What follows belongs to an exercise in optimizing a design on an open flow for small area, a short achievable clock period and few clock cycles per item; a production flow would make more cautious choices.
At most, simulation tests tie the RTL to the original design; equivalence was not proved.
Power is estimated from default activity; no workload was simulated.

// speech_mouth_pixel_overlay
module speech_mouth_pixel_overlay (
  input  logic        clk_i,
  input  logic        rst_ni,
  input  logic        in_valid_i,
  output logic        in_stall_o,
  input  logic [94:0] in_item_i,
  output logic        out_valid_o,
  input  logic        out_stall_i,
  output logic [19:0] out_item_o,
  input  logic        cfg_we_i,
  input  logic [2:0]  cfg_idx_i,
  input  logic [15:0] cfg_data_i
);
==> flow/config.mk <==
export PLATFORM = sky130hd
export DESIGN_NAME = speech_mouth_pixel_overlay
export DESIGN_NICKNAME = speech_mouth_pixel_overlay
export VERILOG_FILES = /design/flow/design.v
export SDC_FILE = /design/flow/constraint.sdc
export NUM_CORES = 4
export LEC_CHECK = 0
export CAP_MARGIN = 20
export CORE_MARGIN = 2
export CORE_UTILIZATION = 40
export SLEW_MARGIN = 20
==> flow/constraint.sdc <==
create_clock -name core_clock -period 6.0 [get_ports {clk_i}]
set_input_delay 1.2000 -clock core_clock [delete_from_list [all_inputs] [get_ports {clk_i}]]
set_output_delay 1.2000 -clock core_clock [all_outputs]
set_load 0.01 [all_outputs]
run.sh (not shown) runs the stock make flow with config.mk's settings and CLKGATE_MAP_FILE= SYNTH_SCRIPT=/design/flow/synth_recipe.tcl, a recipe that flattens the netlist after the stock synthesis.
Change:
SETUP_SLACK_MARGIN = 3.0   (was unset)
Result: The changed run completed without violations; global-route usage rises by 1.9 points; setup slack gets better by 0.88 ns; register-to-register slack improves by 0.90 ns; die area is unchanged; core utilization grows by 3.7 points; clock-buffer cell count goes down by 4; routed wire length is higher by 11%.
No functional check of the RTL was part of any run of this note.


## job 101
Another version of the RTL of speech_mouth_pixel_overlay (not shown whole).
Size: about 220 flip-flops, roughly 140 I/O pins, roughly 14000 µm² of cells after synthesis.
==> flow/design.v (excerpt) <==
module speech_mouth_pixel_overlay (
  input  logic        clk_i,
  input  logic        rst_ni,
  input  logic        in_valid_i,
  output logic        in_stall_o,
  input  logic [94:0] in_item_i,
  output logic        out_valid_o,
  input  logic        out_stall_i,
  output logic [19:0] out_item_o,
  input  logic        cfg_we_i,
  input  logic [2:0]  cfg_idx_i,
  input  logic [15:0] cfg_data_i
);
clock: 6.0 ns
lec_check: 0
abc_area: 1
cap_margin: 20
core_margin: 2
core_utilization: 40
cts_buf_list: sky130_fd_sc_hd__clkbuf_4 sky130_fd_sc_hd__clkbuf_8
setup_slack_margin: 3.0
slew_margin: 20
standard.sh (not shown) runs the stock make flow with config.mk's settings and CLKGATE_MAP_FILE= SYNTH_SCRIPT=/design/flow/synth_recipe.tcl, a recipe that flattens the netlist after the stock synthesis.
==> flow/flow/run.sh <==
#!/bin/bash
# Layout flow: the standard flow, with the port buffers that placement
# inserts made sky130_fd_sc_hd__buf_1 cells instead of the default choice.
set -euo pipefail
bash standard.sh "BUFFER_PORTS_ARGS=-buffer_cell sky130_fd_sc_hd__buf_1" finish > standard.log 2>&1
Every stage of the flow completed for job 101, and the final layout passed the timing, design-rule and antenna checks.
Input-level comparison between job 102 and job 101:
# job 101
export LEC_CHECK = 0
export ABC_AREA = 1
export CAP_MARGIN = 20
export CORE_MARGIN = 2
export CORE_UTILIZATION = 40
export CTS_BUF_LIST = sky130_fd_sc_hd__clkbuf_4 sky130_fd_sc_hd__clkbuf_8
export SETUP_SLACK_MARGIN = 3.0
export SLEW_MARGIN = 20
create_clock -name core_clock -period 6.0 [get_ports {clk_i}]
# job 102
export LEC_CHECK = 0
export ABC_AREA = 1
export CAP_MARGIN = 20
export CORE_MARGIN = 2
export CORE_UTILIZATION = 40
export SETUP_SLACK_MARGIN = 3.0
export SLEW_MARGIN = 20
create_clock -name core_clock -period 6.0 [get_ports {clk_i}]
==> flow/flow/run.sh <==
#!/bin/bash
# Layout flow: the standard flow, with the port buffers that placement
# inserts made sky130_fd_sc_hd__buf_2 cells instead of the default choice.
set -euo pipefail
bash standard.sh "BUFFER_PORTS_ARGS=-buffer_cell sky130_fd_sc_hd__buf_2" finish > standard.log 2>&1
Notes after the runs:
- Per the comparison of job 102 with job 101, count of cell types in the netlist stayed essentially flat, fmax rose by 2.5%, detailed-route wire length per cell fell by 0.11 µm, post-route non-filler standard cell count fell by about 0.8%, post-synthesis to final-layout area growth rose by 1.9 points.
- Compared with job 101, in job 102 detailed-placement wirelength estimate -about 1.2%, share of total power in combinational logic ~0 delta.
- STATUS maximum ir drop on the vdd rail: job 102 loses against job 101
- Job 102 vs job 101: power of the clock network up by more than 10%
No functional check of the RTL was part of any run of this note.


the previous run:
Another version of the RTL of speech_mouth_pixel_overlay (not shown whole).
For scale: roughly 1,700 cells after synthesis, roughly 220 flip-flops, about 140 I/O pins.
// speech_mouth_pixel_overlay
module speech_mouth_pixel_overlay (
  input  logic        clk_i,
  input  logic        rst_ni,
  input  logic        in_valid_i,
  output logic        in_stall_o,
  input  logic [94:0] in_item_i,
  output logic        out_valid_o,
  input  logic        out_stall_i,
  output logic [19:0] out_item_o,
  input  logic        cfg_we_i,
  input  logic [2:0]  cfg_idx_i,
  input  logic [15:0] cfg_data_i
);
  localparam logic [1:0] ACT_PIXEL  = 2'd0;
  localparam logic [1:0] ACT_LEVEL  = 2'd1;
  localparam logic [1:0] ACT_ACTIVE = 2'd2;
  localparam logic [1:0] ACT_FRAME  = 2'd3;
  function automatic sum_zero5;
    input [4:0] a;
    input [4:0] b;
    sum_zero5 = ((a ^ b) == {a[3:0] | b[3:0], 1'b0});
  endfunction
  function automatic sum_zero6;
    input [5:0] a;
    input [5:0] b;
    sum_zero6 = ((a ^ b) == {a[4:0] | b[4:0], 1'b0});
  endfunction
  logic [1:0]  act;
  logic [9:0]  px, py;
  logic [15:0] pin;
  logic [7:0]  level;
  logic        flag;
  logic [47:0] now;
  assign act   = in_item_i[94:93];
  assign px    = in_item_i[92:83];
  assign py    = in_item_i[82:73];
  assign pin   = in_item_i[72:57];
  assign level = in_item_i[56:49];
  assign flag  = in_item_i[48];
  assign now   = in_item_i[47:0];
  logic [9:0]  left_q, top_q, cx_q, cy_q;
  logic [10:0] right_q, bottom_q;
  logic [15:0] black_q, white_q;
  always_ff @(posedge clk_i or negedge rst_ni) begin
    if (!rst_ni) begin
      left_q   <= 10'd0;
      top_q    <= 10'd0;
      right_q  <= 11'd0;
      bottom_q <= 11'd0;
      cx_q     <= 10'd0;
      cy_q     <= 10'd0;
      black_q  <= 16'h0000;
      white_q  <= 16'hFFFF;
    end else if (cfg_we_i) begin
      case (cfg_idx_i)
        3'd0:    left_q   <= cfg_data_i[9:0];
  ...
==> flow/config.mk <==
export PLATFORM = sky130hd
export DESIGN_NAME = speech_mouth_pixel_overlay
export DESIGN_NICKNAME = speech_mouth_pixel_overlay
export VERILOG_FILES = /design/flow/design.v
export SDC_FILE = /design/flow/constraint.sdc
export NUM_CORES = 4
export LEC_CHECK = 0
export ABC_AREA = 1
export CAP_MARGIN = 20
export CORE_MARGIN = 2
export CORE_UTILIZATION = 60
export SETUP_SLACK_MARGIN = 2.8
export SLEW_MARGIN = 20
==> flow/constraint.sdc <==
create_clock -name core_clock -period 6.0 [get_ports {clk_i}]
set_input_delay 1.2000 -clock core_clock [delete_from_list [all_inputs] [get_ports {clk_i}]]
set_output_delay 1.2000 -clock core_clock [all_outputs]
set_load 0.01 [all_outputs]
==> flow/flow/run.sh <==
#!/bin/bash
# Layout flow: the standard flow, with the port buffers that placement
# inserts made sky130_fd_sc_hd__buf_1 cells instead of the default choice, and
# clock tree synthesis run without dummy loads and with larger sink clusters.
set -euo pipefail
bash standard.sh "BUFFER_PORTS_ARGS=-buffer_cell sky130_fd_sc_hd__buf_1" \
  "CTS_ARGS=-sink_clustering_enable -repair_clock_nets -dont_use_dummy_load -sink_clustering_size 20 -sink_clustering_max_diameter 100" \
  finish > standard.log 2>&1
Inputs modified between the previous run and the current run:
Settings: a change of CORE_UTILIZATION from 60 to 40.
Per the comparison of the current run with the previous run, data arrival at the endpoint of the critical path moved down, fraction of power consumed by combinational cells grew by 0.8 points, wire length increased 11%, clock-buffer cell count grew by 1.
First-pass GRT wire length on the current run is behind the previous run.
Function was not checked in any run of this note: the RTL went through the layout flow alone.


speech_mouth_pixel_overlay, a different RTL version from the one above (not shown whole).
Size: about 1,300 cells after synthesis.
==> flow/config.mk <==
export PLATFORM = sky130hd
export DESIGN_NAME = speech_mouth_pixel_overlay
export DESIGN_NICKNAME = speech_mouth_pixel_overlay
export VERILOG_FILES = /design/flow/design.v
export SDC_FILE = /design/flow/constraint.sdc
export NUM_CORES = 4
export LEC_CHECK = 0
export CAP_MARGIN = 20
export CORE_MARGIN = 2
export CORE_UTILIZATION = 40
export SETUP_SLACK_MARGIN = 3.0
export SLEW_MARGIN = 20
==> flow/constraint.sdc <==
create_clock -name core_clock -period 6.0 [get_ports {clk_i}]
set_input_delay 1.2000 -clock core_clock [delete_from_list [all_inputs] [get_ports {clk_i}]]
set_output_delay 1.2000 -clock core_clock [all_outputs]
set_load 0.01 [all_outputs]
run.sh (not shown) runs the stock make flow with config.mk's settings and CLKGATE_MAP_FILE= SYNTH_SCRIPT=/design/flow/synth_recipe.tcl, a recipe that flattens the netlist after the stock synthesis.
Stock flow here: none of the scripts above is used.
==> next run, changes <==
--- a/flow/config.mk
+++ b/flow/config.mk
@@ -9,4 +9,4 @@
 export CORE_MARGIN = 2
 export CORE_UTILIZATION = 40
-export SETUP_SLACK_MARGIN = 3.0
+export SETUP_SLACK_MARGIN = 2.5
 export SLEW_MARGIN = 20
Die area stays the same.
Hold slack is worse by 0.0046 ns.
Synthesized area does not change.
Wire length shrinks by 6.0%.
No functional check of the RTL was part of any run of this note.


Setup of run 1:
speech_mouth_pixel_overlay, a different RTL version from the one above (not shown whole).
Size: roughly 1800 cells after synthesis, about 140 I/O pins, roughly 0.013 mm^2 of cells after synthesis.
export LEC_CHECK = 0
export ABC_AREA = 1
export CAP_MARGIN = 20
export CORE_MARGIN = 2
export CORE_UTILIZATION = 55
export SETUP_SLACK_MARGIN = 2.9
export SLEW_MARGIN = 20
create_clock -name core_clock -period 6.0 [get_ports {clk_i}]
standard.sh (not shown) runs the stock make flow with config.mk's settings and CLKGATE_MAP_FILE= SYNTH_SCRIPT=/design/flow/synth_recipe.tcl, a recipe that flattens the netlist after the stock synthesis.
Scripts as last shown in full above: flow/flow/run.sh
Testbench counts of run 1, summed over its fixed seeds: cycles 26,745, items 24,000.
Setup changes, run 1 to run 2
Settings: changing CORE_UTILIZATION from 55 to 40; changing SETUP_SLACK_MARGIN from 2.9 to 2.8.
--- a/flow/flow/run.sh
+++ b/flow/flow/run.sh
@@ -5,4 +5,4 @@
 set -euo pipefail
 bash standard.sh "BUFFER_PORTS_ARGS=-buffer_cell sky130_fd_sc_hd__buf_1" \
-  "CTS_ARGS=-sink_clustering_enable -repair_clock_nets -dont_use_dummy_load -sink_clustering_size 20 -sink_clustering_max_diameter 100" \
+  "CTS_ARGS=-sink_clustering_enable -repair_clock_nets -dont_use_dummy_load -sink_clustering_size 14 -sink_clustering_max_diameter 80 -buf_list {sky130_fd_sc_hd__clkbuf_8}" \
   finish > standard.log 2>&1
Findings:
Run 2 went all the way through synthesis, placement and routing and the layout is clean on timing, DRC and antenna. Relative slew slack (higher): run 2. Looking only at final critical delay including setup and external delays, and setting everything else aside, the higher value of run 2 and run 1 goes to run 1. Cells: run 2 has more instances than run 1. Compared with run 1, total of plain and repair buffers excluding clock buffers in run 2 decreased by a few percent.
The following lists how run 3 was set up differently from run 2:
Settings: a change of CORE_UTILIZATION from 40 to 50.
==> comparison <==
Having completed the whole flow, run 3 delivered a layout that passed the timing, design-rule and antenna checks.
Compared with run 2, in run 3 final net count about even; sequential share of power fell 0.2 points; number of cells on the worst reg-to-reg path fell 2; clock tree buffer count of the final layout fell 1.
[run 3] final non-filler cell area fell about 0.44% relative to run 2
Maximum net fanout on the critical path in run 3 vs run 2: down 5


== v17 ==
speech_mouth_pixel_overlay, a different RTL version from the one above (not shown whole).
Size in the first run: ~220 flip-flops, about 140 I/O pins, about 14000 um^2 of cells after synthesis.
export LEC_CHECK = 0
export CAP_MARGIN = 20
export CORE_MARGIN = 2
export CORE_UTILIZATION = 40
export SETUP_SLACK_MARGIN = 2.8
export SLEW_MARGIN = 20
create_clock -name core_clock -period 6.0 [get_ports {clk_i}]
==> flow/flow/run.sh <==
#!/bin/bash
# Layout flow: the standard flow, with the port buffers that placement
# inserts made sky130_fd_sc_hd__buf_1 cells instead of the default choice, and
# clock tree synthesis run without dummy loads and with larger sink clusters.
set -euo pipefail
bash standard.sh "BUFFER_PORTS_ARGS=-buffer_cell sky130_fd_sc_hd__buf_1" \
  "CTS_ARGS=-sink_clustering_enable -repair_clock_nets -dont_use_dummy_load -sink_clustering_size 14 -sink_clustering_max_diameter 80 -buf_list {sky130_fd_sc_hd__clkbuf_8}" \
  finish > standard.log 2>&1
v17 did not stop at any stage, and its layout met the timing, design-rule and antenna checks.
Testbench counts of v17, summed over its fixed seeds: cycles 26,745, items 24,000.
### v17 -> v43
# v17
export LEC_CHECK = 0
export CAP_MARGIN = 20
export CORE_MARGIN = 2
export CORE_UTILIZATION = 40
export SETUP_SLACK_MARGIN = 2.8
export SLEW_MARGIN = 20
create_clock -name core_clock -period 6.0 [get_ports {clk_i}]
# v43
export LEC_CHECK = 0
export ABC_AREA = 1
export CAP_MARGIN = 20
export CORE_MARGIN = 2
export CORE_UTILIZATION = 40
export SETUP_SLACK_MARGIN = 2.8
export SLEW_MARGIN = 20
create_clock -name core_clock -period 6.0 [get_ports {clk_i}]
==> summary.txt <==
- Synthesized area (v43 over v17): decrease, 570 um^2
- Wire: v43 routes less than v17
- Sort v43 and v17 by average size of a mapped cell desc -> top: v17
- v43 reports a lower time the final worst path needs with I/O delays and setup than v17 does.
- Reported for v43 and v17, number of clock-tree buffers in the layout turned out identical to the last digit.
- Height of the chip ended up about 2% lower on v43 than on v17.
- Compared with v17, in v43 non-filler instance count after layout now larger; post-route cell area now smaller.
- Of v43 and v17, it is v43 that has the higher layout multi-input combinational cell count.
- v43 has more setup slack than v17.
- v43 gives less area share of fa/ha/maj cells after synthesis than v17 did.
The inputs of v36 differ from those of v43 as listed below.
==> flow/flow/run.sh <==
#!/bin/bash
# Layout flow: the standard flow, with the port buffers that placement
# inserts made sky130_fd_sc_hd__buf_1 cells instead of the default choice (the
# output ones then sky130_fd_sc_hd__buf_4, by flow/out_bufs.tcl after global
# placement), and clock tree synthesis run without dummy loads, with larger
# sink clusters and sky130_fd_sc_hd__clkbuf_8 buffers.
set -euo pipefail
bash standard.sh "BUFFER_PORTS_ARGS=-buffer_cell sky130_fd_sc_hd__buf_1" \
  "POST_GLOBAL_PLACE_TCL=$PWD/flow/out_bufs.tcl" \
  "CTS_ARGS=-sink_clustering_enable -repair_clock_nets -dont_use_dummy_load -sink_clustering_size 14 -sink_clustering_max_diameter 80 -buf_list {sky130_fd_sc_hd__clkbuf_8}" \
  finish > standard.log 2>&1
==> flow/flow/out_bufs.tcl (new file) <==
# After global placement: the output port buffers that buffer_ports inserted
# (instances named output*) become sky130_fd_sc_hd__buf_4 cells, since they
# drive the ports' external load.
foreach inst [get_cells output*] {
  replace_cell $inst sky130_fd_sc_hd__buf_4
}
Results
Wire length of the first global-routing pass: v36 vs v43, no meaningful difference. Routed wire in v36 totals more than in v43. Of the two values seen for startpoint-to-endpoint class of the critical path, input pin to primary output was produced by v43 and input pin to flip-flop by v36. Layout buffer count excluding clock buffers in v36 vs v43: up 5.0%. Between v36 and v43, the clock period minus worst slack is higher for v43.


Another version of the RTL of speech_mouth_pixel_overlay (not shown whole).
For scale: roughly 1800 cells after synthesis, about 220 flip-flops, roughly 15000 sq um of cells after synthesis.
Settings: LEC_CHECK=0, ABC_AREA=1, CAP_MARGIN=20, CORE_MARGIN=2, CORE_UTILIZATION=40, SETUP_SLACK_MARGIN=3.0, SLEW_MARGIN=20; clock period 6.0 ns.
run.sh (not shown) runs the stock make flow with config.mk's settings and CLKGATE_MAP_FILE= SYNTH_SCRIPT=/design/flow/synth_recipe.tcl, a recipe that flattens the netlist after the stock synthesis.
Stock flow here: none of the scripts above is used.
The first run ran to the end with no violations.
Then changed:
--- a/flow/config.mk
+++ b/flow/config.mk
@@ -12 +12 @@
-export SETUP_SLACK_MARGIN = 3.0
+export SETUP_SLACK_MARGIN = 3.3
Outcome: The new run went through all stages and came out clean. Hold slack barely changes. Setup slack is better by 16 ps. Via count goes up by about 2%. Cell area is higher by 3.3%. Total power rose by about 1.4%. Synthesized area stays the same. Wire length came out higher by about 3.6%. Global-route usage grows by 0.26 points.
No functional check of the RTL was part of any run of this note.

## re-timing with driven ports
The flow's constraints put no driver on any port. The routed layouts listed below were extracted and timed again, unchanged, in two steps. Step 1 (the two cells are an assumption about what drives the block):
set clk [get_ports {clk_i}]
set_driving_cell -lib_cell sky130_fd_sc_hd__clkbuf_16 $clk
set_driving_cell -lib_cell sky130_fd_sc_hd__buf_2 [delete_from_list [all_inputs] $clk]
Step 2, shift: input delay + t, output delay - t, t = (earliest + latest rising clock arrival at the registers) / 2. This alone moves slack from input paths to output paths. Three values: ideal ports, drivers, drivers and shift; two values: the first two.
run	t, ns	slack for setup (ns)	hold slack, ns	worst slew at a driven data input, ns
the first run of note 1	0.593	1.271 / 1.271 / 0.817	0.504 / 0.504 / 0.504	0.07
the second run of note 1	0.564	2.156 / 2.168 / 1.615	0.502 / 0.502 / 0.502	0.09
job 101	0.633	2.825 / 2.825 / 2.245	0.481 / 0.481 / 0.481	0.07
job 102	0.585	2.904 / 2.932 / 2.349	0.482 / 0.482 / 0.482	0.07
the previous run	0.518	2.808 / 2.822 / 2.304	0.486 / 0.486 / 0.486	0.06
the current run	0.522	2.874 / 2.885 / 2.363	0.479 / 0.479 / 0.479	0.08
the first run of note 4	0.577	1.913 / 1.932 / 1.355	0.506 / 0.506 / 0.506	0.10
the second run of note 4	0.585	1.861 / 1.885 / 1.300	0.501 / 0.501 / 0.501	0.07
run 1	0.510	2.800 / 2.804 / 2.293	0.487 / 0.487 / 0.487	0.07
run 2	0.569	2.853 / 2.830 / 2.262	0.481 / 0.481 / 0.481	0.09
run 3	0.559	2.858 / 2.864 / 2.305	0.492 / 0.492 / 0.492	0.06
v17	0.583	2.215 / 2.213 / 1.630	0.512 / 0.512 / 0.512	0.09
v43	0.561	2.846 / 2.822 / 2.347	0.480 / 0.480 / 0.480	0.08
v36	0.566	2.850 / 2.864 / 2.298	0.480 / 0.480 / 0.480	0.09
the first run of note 7	0.577	2.789 / 2.812 / 2.236	0.482 / 0.482 / 0.482	0.09
the second run of note 7	0.585	2.805 / 2.812 / 2.233	0.484 / 0.484 / 0.484	0.08
After both steps setup and hold are still met in every run listed. The setup slack of run 2, which loses most, moves by -0.023 ns with the drivers and by -0.591 ns with both steps.
